This design comes from an exercise in tuning for small area, a short achievable clock period and few clock cycles per item on the open sky130 flow, not from production work.
Where RTL was checked, it was by simulation tests only, not by an equivalence proof against the original.

== alpha ==
Design fp_div_top, start of the top module:
module fp_div_top
(
    input  wire logic                        clk,
    input  wire logic                        reset,
    input  wire logic                        in_valid,
    input  wire logic [8+23:0] a,
    input  wire logic [8+23:0] b,
    output logic                             out_valid,
    output logic [8+23:0]     result,
    output logic                             exception,
    output logic                             overflow,
    output logic                             underflow
);
    localparam int NST = 12;
    localparam int R   = 1;
    logic                  st_valid  [0:NST];
    logic                  st_sign   [0:NST];
    logic [8-1:0]  st_a_exp;
    logic [8-1:0]  st_b_exp;
    logic                  st_exc;
    logic                  st_zero;
    fp_div_pkg::exp_t      st_exp_lo;
    logic [8:0]    st_ecode  [0:NST];
    logic [23-1:0]  st_b_frac [0:NST];
    fp_div_pkg::rem_t      st_s      [0:NST];
    fp_div_pkg::rem_t      st_c      [0:NST];
    fp_div_pkg::dig_t      st_qs     [0:NST];
    fp_div_pkg::dig_t      st_q1     [0:NST];
    fp_div_pkg::dig_t      st_q2     [0:NST];
    logic                  q1_two;
    logic [7:0]            est;
    fp_div_classify u_classify
    (
        .clk       (clk),
        .reset     (reset),
        .in_valid  (in_valid),
        .a         (a),
        .b         (b),
        .out_valid (st_valid[0]),
        .sign      (st_sign[0]),
        .a_exp     (st_a_exp),
        .b_exp     (st_b_exp),
  ...
For scale: about 1200 flip-flops, about 100 I/O pins.
==> flow/config.mk <==
export PLATFORM = sky130hd
export DESIGN_NAME = fp_div_top
export DESIGN_NICKNAME = fp_div_top
export VERILOG_FILES = /design/flow/design.v
export SDC_FILE = /design/flow/constraint.sdc
export NUM_CORES = 4
export LEC_CHECK = 0
export CAP_MARGIN = 20
export CORE_MARGIN = 2
export CORE_UTILIZATION = 40
export CTS_CLUSTER_DIAMETER = 150
export CTS_CLUSTER_SIZE = 26
export SLEW_MARGIN = 20
==> flow/constraint.sdc <==
create_clock -name core_clock -period 15.0 [get_ports {clk}]
set_input_delay 3.0000 -clock core_clock [delete_from_list [all_inputs] [get_ports {clk}]]
set_output_delay 3.0000 -clock core_clock [all_outputs]
set_load 0.01 [all_outputs]
standard.sh (not shown) runs the stock make flow with config.mk's settings and CLKGATE_MAP_FILE= SYNTH_SCRIPT=/design/flow/synth_recipe.tcl, a recipe that flattens the netlist after the stock synthesis.
==> flow/flow/run.sh <==
#!/bin/bash
# Standard synthesis, then the standard layout with repair_timing aiming for
# extra setup slack (the SDC and the clock period are unchanged), and the
# smallest buffer on each port.
set -euo pipefail
bash standard.sh synth > synth.log 2>&1
bash standard.sh SETUP_SLACK_MARGIN=10.9 "BUFFER_PORTS_ARGS=-buffer_cell sky130_fd_sc_hd__buf_1" finish > layout.log 2>&1
alpha completed end to end with timing, DRC and antenna clean.
Input changes introduced in beta (baseline for comparison: alpha):
--- a/flow/flow/run.sh
+++ b/flow/flow/run.sh
@@ -6,2 +6,2 @@
 bash standard.sh synth > synth.log 2>&1
-bash standard.sh SETUP_SLACK_MARGIN=10.9 "BUFFER_PORTS_ARGS=-buffer_cell sky130_fd_sc_hd__buf_1" finish > layout.log 2>&1
+bash standard.sh SETUP_SLACK_MARGIN=10.8 "BUFFER_PORTS_ARGS=-buffer_cell sky130_fd_sc_hd__buf_1" finish > layout.log 2>&1
Results
beta finished every stage and its layout cleared the timing, DRC and antenna checks. beta vs. alpha: flip-flop and latch count saw little to no change; number of multi-input logic gates held steady; sum of met2 wire segment lengths after detailed routing went down; global-route wire length before repair moved down.
--- input diff beta..gamma ---
--- a/flow/flow/run.sh
+++ b/flow/flow/run.sh
@@ -6,2 +6,2 @@
 bash standard.sh synth > synth.log 2>&1
-bash standard.sh SETUP_SLACK_MARGIN=10.8 "BUFFER_PORTS_ARGS=-buffer_cell sky130_fd_sc_hd__buf_1" finish > layout.log 2>&1
+bash standard.sh SETUP_SLACK_MARGIN=10.7 "BUFFER_PORTS_ARGS=-buffer_cell sky130_fd_sc_hd__buf_1" finish > layout.log 2>&1
==> comparison <==
- gamma did not stop at any stage, and its layout met the timing, DRC and antenna checks.
- Per the comparison of gamma with beta, met2 demand-to-capacity share in global routing saw a decrease, peak clock frequency supported by timing shrank by 1.7%.
- gamma vs beta on share of final-layout standard cells stronger than drive strength 1: gamma is the lower one.
- Comparing gamma against beta, there is no change at all in number of tapcells.
- Between beta and gamma, the global-route usage over all layers figures differ only marginally.
- Diff beta..gamma | clock tree cell share of total cell area | negligible
- Wire length, gamma and beta: smaller value in gamma
- Run comparison: beta startpoint of the most critical setup path u_pack.result[20]$_SDFF_PP1_; gamma startpoint of the most critical setup path u_pack.result[15]$_SDFF_PP1_
Input-level comparison between delta and gamma:
--- a/flow/flow/run.sh
+++ b/flow/flow/run.sh
@@ -6,2 +6,2 @@
 bash standard.sh synth > synth.log 2>&1
-bash standard.sh SETUP_SLACK_MARGIN=10.7 "BUFFER_PORTS_ARGS=-buffer_cell sky130_fd_sc_hd__buf_1" finish > layout.log 2>&1
+bash standard.sh SETUP_SLACK_MARGIN=10.8 "CTS_ARGS=-sink_clustering_enable -repair_clock_nets -sink_clustering_size 26 -sink_clustering_max_diameter 150 -num_static_layers 1" "BUFFER_PORTS_ARGS=-buffer_cell sky130_fd_sc_hd__buf_1" finish > layout.log 2>&1
==> results.txt <==
- Amount of wire on met3 after detailed routing, gamma and delta: smaller value in gamma
- delta against gamma: clock buffer count in the final layout saw little to no change; final clock period utilization by the worst path saw a decrease; area added between synthesis and finish saw an increase; area of the multi-input gates saw an increase.
- The number of global-route vias before repair of delta is higher than that of gamma.
- Delta (delta minus gamma): global-route wire length before repair increased 830 um; combined global-route utilization of all metal layers barely changed.
Input changes introduced in epsilon (baseline for comparison: delta):
==> flow/flow/run.sh <==
#!/bin/bash
# Standard synthesis, then the standard layout with repair_timing aiming for
# extra setup slack (the SDC and the clock period are unchanged), and the
# smallest buffer on each port.
set -euo pipefail
bash standard.sh synth > synth.log 2>&1
bash standard.sh SETUP_SLACK_MARGIN=10.8 "BUFFER_PORTS_ARGS=-buffer_cell sky130_fd_sc_hd__buf_1" finish > layout.log 2>&1
--- a/flow/config.mk
+++ b/flow/config.mk
@@ -9,5 +9,6 @@
 export CORE_MARGIN = 2
-export CORE_UTILIZATION = 40
+export CORE_UTILIZATION = 60
 export CTS_CLUSTER_DIAMETER = 150
 export CTS_CLUSTER_SIZE = 26
+export PLACE_DENSITY = 0.72
 export SLEW_MARGIN = 20
[summary]
Non-clock buffer count: lower on delta. Compared epsilon vs delta, and placed cell area is down in epsilon. Non-clock buffer contribution to total cell area: delta vs epsilon, no meaningful difference. Summary of epsilon over delta: residual DRC count essentially unchanged; relative area change from synthesis to final layout has decreased.
No run of this note included a check of the RTL's function; only the layout flow was run.

* * *

Starting RTL as in the previous note.
clock: 15.0 ns
lec_check: 0
cap_margin: 20
core_margin: 2
core_utilization: 40
cts_cluster_diameter: 150
cts_cluster_size: 26
slew_margin: 20
tns_end_percent: 50
==> flow/flow/run.sh <==
#!/bin/bash
# Standard synthesis, then the standard layout with repair_timing aiming for
# extra setup slack (the SDC and the clock period are unchanged), and the
# smallest buffer on each port.
set -euo pipefail
bash standard.sh synth > synth.log 2>&1
bash standard.sh SETUP_SLACK_MARGIN=10.8 "BUFFER_PORTS_ARGS=-buffer_cell sky130_fd_sc_hd__buf_1" finish > layout.log 2>&1
Then changed:
Settings changed: CTS_CLUSTER_DIAMETER 150 to 160, CTS_CLUSTER_SIZE 26 to 30, TNS_END_PERCENT 50 to unset.
The new run completed with no timing, DRC or antenna violations.
Count of clock-buffer cells in the layout falls by 6.
Global-route usage is about the same.
Design area falls slightly.
Fmax rises slightly.
Then changed:
Settings changed: ABC_AREA set to 1, CTS_CLUSTER_DIAMETER 160 to 150, CTS_CLUSTER_SIZE 30 to 26.
=> The new run ran to the end with no violations; final cell count increases by roughly a tenth; cell area went up by a few percent.
No functional check of the RTL was part of any run of this note.

* * *

== JK ==
fp_div_top, a different RTL version from the one above (not shown whole).
Size in the first run: roughly 4,000 cells after synthesis, about 1,300 flip-flops, roughly 48,000 um^2 of cells after synthesis.
Settings: LEC_CHECK=0, CAP_MARGIN=20, CORE_MARGIN=2, CORE_UTILIZATION=55, CTS_CLUSTER_DIAMETER=150, CTS_CLUSTER_SIZE=26, PLACE_DENSITY=0.7, SLEW_MARGIN=20; clock period 15.0 ns.
==> flow/flow/run.sh <==
#!/bin/bash
# Standard synthesis, then the standard layout with repair_timing aiming for
# extra setup slack (the SDC and the clock period are unchanged).
set -euo pipefail
bash standard.sh synth > synth.log 2>&1
bash standard.sh SETUP_SLACK_MARGIN=10.8 finish > layout.log 2>&1
JK: no failed stages, no open violations at the end
Testbench counts of JK, summed over its fixed seeds: cycles 16,104, items 16,000.
Input-level comparison between TR and JK:
- CORE_UTILIZATION: 55 -> 40
- PLACE_DENSITY: 0.7 -> unset
Notes after the runs:
TR vs. JK: total wire length after detailed routing grew by 3.3 mm, upper clock frequency limit grew by 0.44%.

* * *

fp_div_top, a different RTL version from the one above (not shown whole).
Size in the first run: about 3700 cells after synthesis, ~1100 flip-flops, about 100 I/O pins, roughly 0.043 sq mm of cells after synthesis.
clock: 15.0 ns
lec_check: 0
cap_margin: 20
core_margin: 2
core_utilization: 40
cts_cluster_diameter: 150
cts_cluster_size: 26
slew_margin: 20
==> flow/flow/run.sh <==
#!/bin/bash
# Standard synthesis, then the standard layout with repair_timing aiming for
# extra setup slack (the SDC and the clock period are unchanged), and the
# smallest buffer on each port.
set -euo pipefail
bash standard.sh synth > synth.log 2>&1
bash standard.sh SETUP_SLACK_MARGIN=10.8 "BUFFER_PORTS_ARGS=-buffer_cell sky130_fd_sc_hd__buf_1" finish > layout.log 2>&1
Testbench counts at the start, summed over its fixed seeds: cycles 16,104, items 16,000.
Rerun with:
==> flow/flow/run.sh (replaced) <==
#!/bin/bash
# Standard synthesis without the full-adder extraction step (ADDER_MAP_FILE
# empty, so abc maps the adders too), then the standard layout with
# repair_timing aiming for extra setup slack (the SDC and the clock period
# are unchanged).
set -euo pipefail
bash standard.sh ADDER_MAP_FILE= synth > synth.log 2>&1
bash standard.sh ADDER_MAP_FILE= SETUP_SLACK_MARGIN=10.8 finish > layout.log 2>&1
- die area climbs by 15%
- worst setup slack loses 0.024 ns
- non-clock buffer count came out lower by 3
- routed wire length rises by about 33%
- count of clock-buffer cells in the layout is unchanged
- critical path depth does not change

==> separate check: timing with driven ports <==
Ports are ideal in the flow. The routed layouts listed here were re-timed in OpenROAD.
Step 1, drivers: a clkbuf_16 drives clk and a buf_2 each remaining input, both assumed.
Step 2 times the ports against the registers' clock, not the clock port: input delays grow and output delays shrink by t, the midpoint of the rising clock arrivals with the driver on.
a / b / c = no drivers / after step 1 / after step 2; a / b = the first two.
run | t (ns) | slack for setup (ns) | worst setup path after step 2
alpha | 0.694 | 10.859 / 10.791 / 10.375 | input to register
beta | 0.689 | 10.869 / 10.798 / 10.295 | input to register
gamma | 0.702 | 10.798 / 10.728 / 10.347 | input to register
delta | 0.703 | 10.852 / 10.782 / 10.298 | input to register
epsilon | 0.683 | 10.831 / 10.769 / 10.259 | input to register
the first run of note 2 | 0.701 | 10.789 / 10.721 / 10.285 | input to register
the second run of note 2 | 0.701 | 10.845 / 10.777 / 10.383 | input to register
the third run of note 2 | 0.719 | 10.851 / 10.786 / 10.395 | input to register
JK | 0.685 | 10.809 / 10.798 / 10.143 | input to register
TR | 0.720 | 10.828 / 10.786 / 10.142 | input to register
the first run of note 4 | 0.693 | 10.855 / 10.792 / 10.838 | input to register
the second run of note 4 | 0.730 | 10.831 / 10.765 / 10.462 | input to register
After both steps every run listed still meets setup and hold. The setup slack of TR, which loses most, moves by -0.042 ns with the drivers and by -0.686 ns with both steps.
